This is an optimization exercise on Yosys and OpenROAD, whose aim is small area, a short achievable clock period and few clock cycles per item, not a production implementation. Only simulation tests tie the RTL to the original design; equivalence was not proved.

File: design/flow/design.v
package pvra_pkg;
  localparam int REG_CENTER   = 0;
  localparam int REG_FRACTION = 1;
  localparam int REG_WIDTH    = 2;
  localparam int REG_AMP      = 3;
  localparam int REG_BG       = 4;
  localparam int REG_COUNT    = 5;
  localparam int ADDR_W = 5;
  localparam int DEFAULT_MAX_POINTS = 4096;
  localparam int QUEUE_DEPTH        = 2;
  localparam logic [16:0] MU_ONE     = 17'd65536;
  localparam logic [22:0] WIDTH_RST  = 23'd65536;
  localparam logic [16:0] MU_RST     = 17'd32768;
  localparam logic [62:0] SAT63      = {63{1'b1}};
  localparam logic [32:0] SQRT_SAT63 = 33'd3037000499;
  typedef struct packed {
    logic [31:0] radius;
    logic signed [31:0] measured;
    logic        last_sample;
  } in_t;
  typedef struct packed {
    logic [62:0] squared_error_sum;
    logic [62:0] model_sum;
    logic [12:0] sample_count;
  } out_t;
  typedef struct packed {
    logic [31:0] peak_center;
    logic [16:0] lorentz_fraction;
    logic [22:0] peak_width;
    logic [30:0] peak_amplitude;
    logic [30:0] background_level;
  } cfg_t;
  typedef struct packed {
    logic [31:0] delta;
    logic signed [31:0] measured;
    logic        last;
  } work_t;
  typedef struct packed {
    logic full;
    logic empty;
  } q_stat_t;
endpackage
module pvra_front (
  input  logic             valid,
  input  pvra_pkg::in_t    data,
  input  pvra_pkg::cfg_t   cfg,
  input  pvra_pkg::q_stat_t qstat,
  output logic             stall,
  output logic             push,
  output pvra_pkg::work_t  entry
);
  assign stall = qstat.full;
  assign push  = valid && !qstat.full;
  always_comb begin
    if (data.radius >= cfg.peak_center) begin
      entry.delta = data.radius - cfg.peak_center;
    end else begin
      entry.delta = cfg.peak_center - data.radius;
    end
    entry.measured = data.measured;
    entry.last     = data.last_sample;
  end
endmodule
module pvra_queue #(
  parameter int DEPTH = pvra_pkg::QUEUE_DEPTH
) (
  input  logic              clk,
  input  logic              rst,
  input  logic              push,
  input  pvra_pkg::work_t   wdata,
  input  logic              pop,
  output pvra_pkg::work_t   rdata,
  output pvra_pkg::q_stat_t stat
);
  localparam int PTR_W = (DEPTH > 1) ? $clog2(DEPTH) : 1;
  localparam int CNT_W = $clog2(DEPTH + 1);
  logic [64:0] mem [0:DEPTH-1];
  logic [PTR_W-1:0] wptr;
  logic [PTR_W-1:0] rptr;
  logic [CNT_W-1:0] count;
  assign stat.full  = (count == CNT_W'(DEPTH));
  assign stat.empty = (count == '0);
  assign rdata      = mem[rptr];
  always_ff @(posedge clk) begin
    if (push) begin
      mem[wptr] <= wdata;
    end
  end
  always_ff @(posedge clk) begin
    if (rst) begin
      wptr  <= '0;
      rptr  <= '0;
      count <= '0;
    end else begin
      if (push) begin
        wptr <= (wptr == PTR_W'(DEPTH - 1)) ? '0 : wptr + 1'b1;
      end
      if (pop) begin
        rptr <= (rptr == PTR_W'(DEPTH - 1)) ? '0 : rptr + 1'b1;
      end
      if (push && !pop) begin
        count <= count + 1'b1;
      end else if (pop && !push) begin
        count <= count - 1'b1;
      end
    end
  end
endmodule
module pvra_back #(
  parameter int MAX_POINTS = pvra_pkg::DEFAULT_MAX_POINTS
) (
  input  logic              clk,
  input  logic              rst,
  input  pvra_pkg::cfg_t    cfg,
  input  pvra_pkg::q_stat_t qstat,
  input  pvra_pkg::work_t   entry,
  output logic              pop,
  output logic              out_valid,
  input  logic              out_stall,
  output pvra_pkg::out_t    out_data
);
  localparam int CNT_W = $clog2(MAX_POINTS + 1);
  localparam logic [3:0] ST_IDLE = 4'd0;
  localparam logic [3:0] ST_DIV  = 4'd1;
  localparam logic [3:0] ST_USQ  = 4'd2;
  localparam logic [3:0] ST_GSQ  = 4'd3;
  localparam logic [3:0] ST_MIX  = 4'd4;
  localparam logic [3:0] ST_MDL  = 4'd5;
  localparam logic [3:0] ST_ERR  = 4'd6;
  localparam logic [3:0] ST_SQ   = 4'd7;
  localparam logic [3:0] ST_ACC  = 4'd8;
  logic [3:0]  state;
  logic [5:0]  step;
  logic        phase;
  logic [47:0] dvd;
  logic [32:0] dvs;
  logic [32:0] rem;
  logic [23:0] r;
  logic        t_zero;
  logic [31:0] a;
  logic [16:0] lor;
  logic [32:0] shape;
  logic [30:0] model;
  logic [32:0] mag;
  logic [62:0] sq;
  logic signed [31:0] measured;
  logic        last;
  logic [62:0] err_acc;
  logic [62:0] mdl_acc;
  logic [CNT_W-1:0] count;
  logic [33:0] trial;
  logic        qbit;
  logic [22:0] sigma;
  logic [16:0] mu;
  logic [16:0] gau;
  logic [47:0] r_sq;
  logic [63:0] a_sq;
  logic [63:0] amp_prod;
  logic signed [34:0] err;
  logic [63:0] mag_sq;
  logic [63:0] err_sum;
  logic [63:0] mdl_sum;
  logic [62:0] err_acc_next;
  logic [62:0] mdl_acc_next;
  logic [CNT_W-1:0] count_next;
  logic        out_free;
  logic        emit;
  assign sigma = (cfg.peak_width == '0) ? 23'd1 : cfg.peak_width;
  assign mu    = (cfg.lorentz_fraction > pvra_pkg::MU_ONE) ?
                 pvra_pkg::MU_ONE : cfg.lorentz_fraction;
  assign trial = {rem, dvd[47]};
  assign qbit  = (trial >= {1'b0, dvs});
  assign r_sq     = r * r;
  assign a_sq     = a * a;
  assign gau      = t_zero ? pvra_pkg::MU_ONE : {1'b0, a[31:16]};
  assign amp_prod = {33'b0, cfg.peak_amplitude} * {31'b0, shape};
  assign err      = $signed({4'b0, cfg.background_level}) + $signed({4'b0, model})
                    - 35'(measured);
  assign mag_sq   = {32'b0, mag[31:0]} * {32'b0, mag[31:0]};
  assign err_sum      = {1'b0, err_acc} + {1'b0, sq};
  assign mdl_sum      = {1'b0, mdl_acc} + {33'b0, model};
  assign err_acc_next = err_sum[63] ? pvra_pkg::SAT63 : err_sum[62:0];
  assign mdl_acc_next = mdl_sum[63] ? pvra_pkg::SAT63 : mdl_sum[62:0];
  assign count_next   = (count < CNT_W'(MAX_POINTS)) ? count + 1'b1 : count;
  assign out_free = !out_valid || !out_stall;
  assign emit     = (state == ST_ACC) && last && out_free;
  assign pop      = (state == ST_IDLE) && !qstat.empty;
  always_ff @(posedge clk) begin
    if (rst) begin
      state     <= ST_IDLE;
      err_acc   <= '0;
      mdl_acc   <= '0;
      count     <= '0;
      out_valid <= 1'b0;
    end else begin
      if (emit) begin
        out_valid <= 1'b1;
      end else if (!out_stall) begin
        out_valid <= 1'b0;
      end
      case (state)
        ST_IDLE: begin
          if (!qstat.empty) begin
            measured <= entry.measured;
            last     <= entry.last;
            dvd      <= {entry.delta, 16'b0};
            dvs      <= {10'b0, sigma};
            rem      <= '0;
            step     <= 6'd47;
            phase    <= 1'b0;
            state    <= ST_DIV;
          end
        end
        ST_DIV: begin
          rem  <= qbit ? 33'(trial - {1'b0, dvs}) : trial[32:0];
          dvd  <= {dvd[46:0], qbit};
          if (step != '0) begin
            step <= step - 1'b1;
          end else if (!phase) begin
            r <= (dvd[46:23] != '0) ? 24'hFFFFFF : {dvd[22:0], qbit};
            state <= ST_USQ;
          end else begin
            lor   <= {dvd[15:0], qbit};
            step  <= 6'd15;
            state <= ST_GSQ;
          end
        end
        ST_USQ: begin
          t_zero <= (r_sq[47:17] == '0);
          a      <= 32'(33'h1_0000_0000 - {2'b0, r_sq[47:17]});
          dvd    <= 48'h1_0000_0000;
          dvs    <= {1'b0, r_sq[47:16]} + 33'd65536;
          rem    <= '0;
          step   <= 6'd47;
          phase  <= 1'b1;
          state  <= ST_DIV;
        end
        ST_GSQ: begin
          a    <= a_sq[63:32];
          step <= step - 1'b1;
          if (step == '0) begin
            state <= ST_MIX;
          end
        end
        ST_MIX: begin
          shape <= ({16'b0, mu} * {16'b0, lor}) +
                   ({16'b0, pvra_pkg::MU_ONE - mu} * {16'b0, gau});
          state <= ST_MDL;
        end
        ST_MDL: begin
          model <= amp_prod[62:32];
          state <= ST_ERR;
        end
        ST_ERR: begin
          mag     <= err[34] ? 33'(-err) : err[32:0];
          state   <= ST_SQ;
        end
        ST_SQ: begin
          sq    <= (mag > pvra_pkg::SQRT_SAT63) ? pvra_pkg::SAT63 : mag_sq[62:0];
          state <= ST_ACC;
        end
        ST_ACC: begin
          if (!last) begin
            err_acc <= err_acc_next;
            mdl_acc <= mdl_acc_next;
            count   <= count_next;
            state   <= ST_IDLE;
          end else if (out_free) begin
            out_data.squared_error_sum <= err_acc_next;
            out_data.model_sum         <= mdl_acc_next;
            out_data.sample_count      <= 13'(count_next);
            err_acc <= '0;
            mdl_acc <= '0;
            count   <= '0;
            state   <= ST_IDLE;
          end
        end
        default: begin
          state <= ST_IDLE;
        end
      endcase
    end
  end
endmodule
module pseudo_voigt_residual_accumulator_unit #(
  parameter int MAX_POINTS = pvra_pkg::DEFAULT_MAX_POINTS
) (
  input  logic                          clk,
  input  logic                          rst,
  input  logic                          in_valid,
  output logic                          in_stall,
  input  logic [64:0]                   in_data,
  output logic                          out_valid,
  input  logic                          out_stall,
  output logic [138:0]                  out_data,
  input  logic                          psel,
  input  logic                          penable,
  input  logic                          pwrite,
  input  logic [pvra_pkg::ADDR_W-1:0]   paddr,
  input  logic [31:0]                   pwdata,
  output logic [31:0]                   prdata,
  output logic                          pready
);
  pvra_pkg::cfg_t    cfg;
  pvra_pkg::q_stat_t qstat;
  pvra_pkg::work_t   wentry;
  pvra_pkg::work_t   rentry;
  logic              push;
  logic              pop;
  logic [2:0]        reg_idx;
  logic              wr_en;
  pvra_pkg::in_t     in_beat;
  pvra_pkg::out_t    out_beat;
  assign in_beat  = in_data;
  assign out_data = out_beat;
  assign pready  = 1'b1;
  assign reg_idx = paddr[4:2];
  assign wr_en   = psel && penable && pwrite;
  always_ff @(posedge clk) begin
    if (rst) begin
      cfg.peak_center      <= '0;
      cfg.lorentz_fraction <= pvra_pkg::MU_RST;
      cfg.peak_width       <= pvra_pkg::WIDTH_RST;
      cfg.peak_amplitude   <= '0;
      cfg.background_level <= '0;
    end else if (wr_en) begin
      case (reg_idx)
        3'(pvra_pkg::REG_CENTER):   cfg.peak_center      <= pwdata;
        3'(pvra_pkg::REG_FRACTION): cfg.lorentz_fraction <= pwdata[16:0];
        3'(pvra_pkg::REG_WIDTH):    cfg.peak_width       <= pwdata[22:0];
        3'(pvra_pkg::REG_AMP):      cfg.peak_amplitude   <= pwdata[30:0];
        3'(pvra_pkg::REG_BG):       cfg.background_level <= pwdata[30:0];
        default: ;
      endcase
    end
  end
  always_comb begin
    case (reg_idx)
      3'(pvra_pkg::REG_CENTER):   prdata = cfg.peak_center;
      3'(pvra_pkg::REG_FRACTION): prdata = {15'b0, cfg.lorentz_fraction};
      3'(pvra_pkg::REG_WIDTH):    prdata = {9'b0, cfg.peak_width};
      3'(pvra_pkg::REG_AMP):      prdata = {1'b0, cfg.peak_amplitude};
      3'(pvra_pkg::REG_BG):       prdata = {1'b0, cfg.background_level};
      default:                    prdata = '0;
    endcase
  end
  pvra_front u_front (
    .valid (in_valid),
    .data  (in_beat),
    .cfg   (cfg),
    .qstat (qstat),
    .stall (in_stall),
    .push  (push),
    .entry (wentry)
  );
  pvra_queue #(
    .DEPTH (pvra_pkg::QUEUE_DEPTH)
  ) u_queue (
    .clk   (clk),
    .rst   (rst),
    .push  (push),
    .wdata (wentry),
    .pop   (pop),
    .rdata (rentry),
    .stat  (qstat)
  );
  pvra_back #(
    .MAX_POINTS (MAX_POINTS)
  ) u_back (
    .clk       (clk),
    .rst       (rst),
    .cfg       (cfg),
    .qstat     (qstat),
    .entry     (rentry),
    .pop       (pop),
    .out_valid (out_valid),
    .out_stall (out_stall),
    .out_data  (out_beat)
  );
endmodule
File: design/flow/run.sh
#!/bin/bash
# synth_recipe.tcl (not shown) runs the flow's synth.tcl, then flattens the netlist and writes it again
# the make line also repeats each setting of config.mk as NAME=value (left out here)
make -C /OpenROAD-flow-scripts/flow DESIGN_CONFIG=/design/flow/config.mk WORK_HOME=/design/flow/orfs CLKGATE_MAP_FILE= SYNTH_SCRIPT=/design/flow/synth_recipe.tcl finish
File: design/flow/config.mk
export PLATFORM = sky130hd
export DESIGN_NAME = pseudo_voigt_residual_accumulator_unit
export DESIGN_NICKNAME = pseudo_voigt_residual_accumulator_unit
export VERILOG_FILES = /design/flow/design.v
export SDC_FILE = /design/flow/constraint.sdc
export NUM_CORES = 4
export LEC_CHECK = 0
export CAP_MARGIN = 20
export CORE_MARGIN = 2
export CORE_UTILIZATION = 40
export PLACE_DENSITY = 0.6
export SLEW_MARGIN = 20
File: design/flow/constraint.sdc
create_clock -name core_clock -period 11.0 [get_ports {clk}]
set_input_delay 2.2000 -clock core_clock [delete_from_list [all_inputs] [get_ports {clk}]]
set_output_delay 2.2000 -clock core_clock [all_outputs]
set_load 0.01 [all_outputs]
==> flow_summary.ini <==
[placed_design]
dpl.hpwl_um = 412000
dp.cells = 23900
portBuffers = 279
place.gp.congestion = 0.964

[timing]
fmax_ghz = 0.0951
setup_viol = 0
hold_viol_final = 0
grt_setup_unrepaired = no
period_needed_ns = 10.51
tightest_slew_ns = 1.21
maxSlewViolCount = 0
period_share = 0.956
fin_skew_ns = 0.117
finalSetupTns_ns = 0
max_slew_margin = 0.192

[clocking]
ctsHtreeMaxLevel = 3
cts.path.max_buffers = 4
cts-root-buf = clkbuf_16
cts.clk_slew.worst_paths_ns = 0.07
clk_latency_ns = 0.90
cts_tree = built
cts_buffers = 111
cts_num_sinks = 940

[synth]
syn_inst = 18400
syn-cell-area_sq_um = 172000
synthTopCellsByArea = fa_1, edfxtp_1, ha_1
syn_area_per_cell_sq_um = 9.35
ys_types = 117
ys_ff_latch = 940
synth_edf_count = 657
synth_flop_cell = edfxtp_1
ys_seq_area_frac = 0.148
syn-num-nets = 23300
ys_warn_count = 4
synth.largest_area_cell = fa_1
synth.top_cell.area_share = 0.401
async_flop_share = 0

[floorplanning]
initial_core_util = 0.402
ios = 283
die-area_sq_um = 434000
die-width_um = 659
die_h_um = 659
core_sq_um = 427000
num_rows = 240

[critical_path]
worstSetupPathType = flop to flop
crit_path_frequent_cell = fa_1
cp_data_arrival_time_ns = 11.09
start_kind = flop
slowest_delay_ns = 0.60
path_max_fanout = 11
required_ns = 11.58
worstSetupEndpointType = flop
worst_path_max_delay_cell = fa_1

[final_layout]
final_cell_mix = inv_1, fa_1, nand2_1
drive_gt1_frac = 0.0398
layout_commonest_cell = inv_1
stdcell_count = 24100
fillers = 41600
final_nets = 23300
area_delta_synth_final_pct = 7.93

[job]
cap_violations = 0

[global_routing]
grt_pass1_wl_um = 785000
grt_pass1_vias = 131000
grt_max_degree = 140
overflow = 0
track_usage = 0.236
antenna_found_initial = 19

[drt]
dr.pass1.iters = 8
avgRoutedWirePerCell_um = 21.0
drc_errors = 0
drt-total-wl_um = 507000
drtAntennaViolNets = 0
via_per_inst = 5.14
drt_iter0_drc = 9044
vias = 124000

[worst_hold_path]
hold_class = flop to flop

[run_status]
outcome = no timing/DRC/antenna violations
registers in the layout, indices dropped and copies added (netlist names), 24 cells and up, named ones only:
name / count
u_back.rem: 33
u_back.shape: 33
u_back.r: 24
u_back.sq: 63
cfg: 134
u_back.mdl_acc: 63
u_queue.mem: 130
u_back.model: 31
u_back.dvd: 48
u_back.measured: 32
u_back.mag: 33
u_back.out_data: 139
u_back.err_acc: 63
u_back.dvs: 33
u_back.a: 32
kinds of logic (layout without fill, tap and decap cells):
family,after synthesis,count (layout),synth area share
other,1,6,0.0000219
xor gates and xnor gates,541,541,0.0277
and+or+nand+nor,4946,4946,0.132
DFF,940,940,0.148
adders and majority gates,4855,4855,0.504
AOI/OAI and AO/OA,1829,1829,0.0680
muxes,120,120,0.00739
buffers and inverters,5121,5177,0.112
critical path, delay by kind of cell (launching register included):
| family | cells | cell delay [ns] |
|---|---|---|
| compound gates | 6 | 1.17 |
| buf+inv | 6 | 0.47 |
| simple gates | 15 | 3.42 |
| flops | 1 | 0.40 |
| fa+ha+maj | 10 | 4.59 |
| xor+xnor | 1 | 0.17 |
routing by layer:
layer	GRT usage	vias to the layer above	share of wire
met2	0.386	4084	0.46
met4	0.0905	10	0.047
met3	0.0364	833	0.070
li1	-	55700	-
met1	0.316	63100	0.42
met5	0	-	0.00012
stage by stage:
step | setup WS, ns | hold WS [ns] | util | instance area, sq um
finish | 0.489 | 0.437 | 0.433 | 185000
floorplan | 0.836 | 0.434 | - | 172000
detailed placement | 0.159 | 0.449 | 0.425 | 181000
global placement | 0.202 | 0.445 | 0.425 | 181000
global route | 0.0185 | 0.472 | 0.433 | 185000
CTS | 0.106 | 0.435 | 0.433 | 185000
cell usage after synthesis, types with 283 or more instances:
master,number
and2_1,840
a21oi_1,608
fa_1,3438
dfxtp_1,283
ha_1,1417
nand2_1,2600
xnor2_1,334
edfxtp_1,657
clkbuf_1,734
o21ai_0,359
nor2_1,711
inv_1,4326
final timing paths:
kind	startpoint	cells after the start	slack [ns]	end
worst max-delay path	cfg[86]	38	0.49	u_back.shape[30]
worst min-delay path	u_queue.mem[1][14]	1	0.44	u_back.measured[13]
worst max register to register	cfg[86]	38	0.49	u_back.shape[30]
worst min register to register	u_queue.mem[1][14]	1	0.44	u_back.measured[13]
area by class of cell:
class	count	area, sq um	area share
multi-input cells	12300	127000	0.687
flip-flops and latches	940	25400	0.137
inverters	4341	16300	0.0880
well taps	5687	7120	0.0384
repair buffers	633	5470	0.0295
clock buffers	143	3030	0.0164
clock inverters	60	627	0.00338
diodes	5	12.5	0.0000676
timing repair:
item | in CTS | in global routing
hold buffers | 0 | 0
resized for setup | 0 | 8
endpoints found under the setup margin | 0 | 6
buffers inserted | 0 | 2
Testbench counts, summed over its fixed seeds: cycles 366,336, items 3,072.

port drivers added, routing unchanged:
No port has a modelled driver above. Below, the same layout with a new extraction and two added sets of constraints.
Step 1: set_driving_cell puts a clkbuf_16 on clk and a buf_2 on each other input, an assumption about the parent block.
Step 2, shift: input delay + t, output delay - t, t = (earliest + latest rising clock arrival at the registers) / 2. This alone moves slack from input paths to output paths.
Slacks: ideal ports / drivers / drivers and shift; pairs: ideal ports / drivers.
shift t [ns]: 0.947
slack for setup (ns): 0.489 / 0.489 / 0.489
clock arrival spread, ns: 0.118 / 0.118
worst register clock-pin slew, ns: 0.10 / 0.10
worst slew at a driven data input, ns: 0.19
After both steps this run still meets setup and hold. For this run, drivers alone change the setup slack by 0.000 ns; drivers and shift together by 0.000 ns.
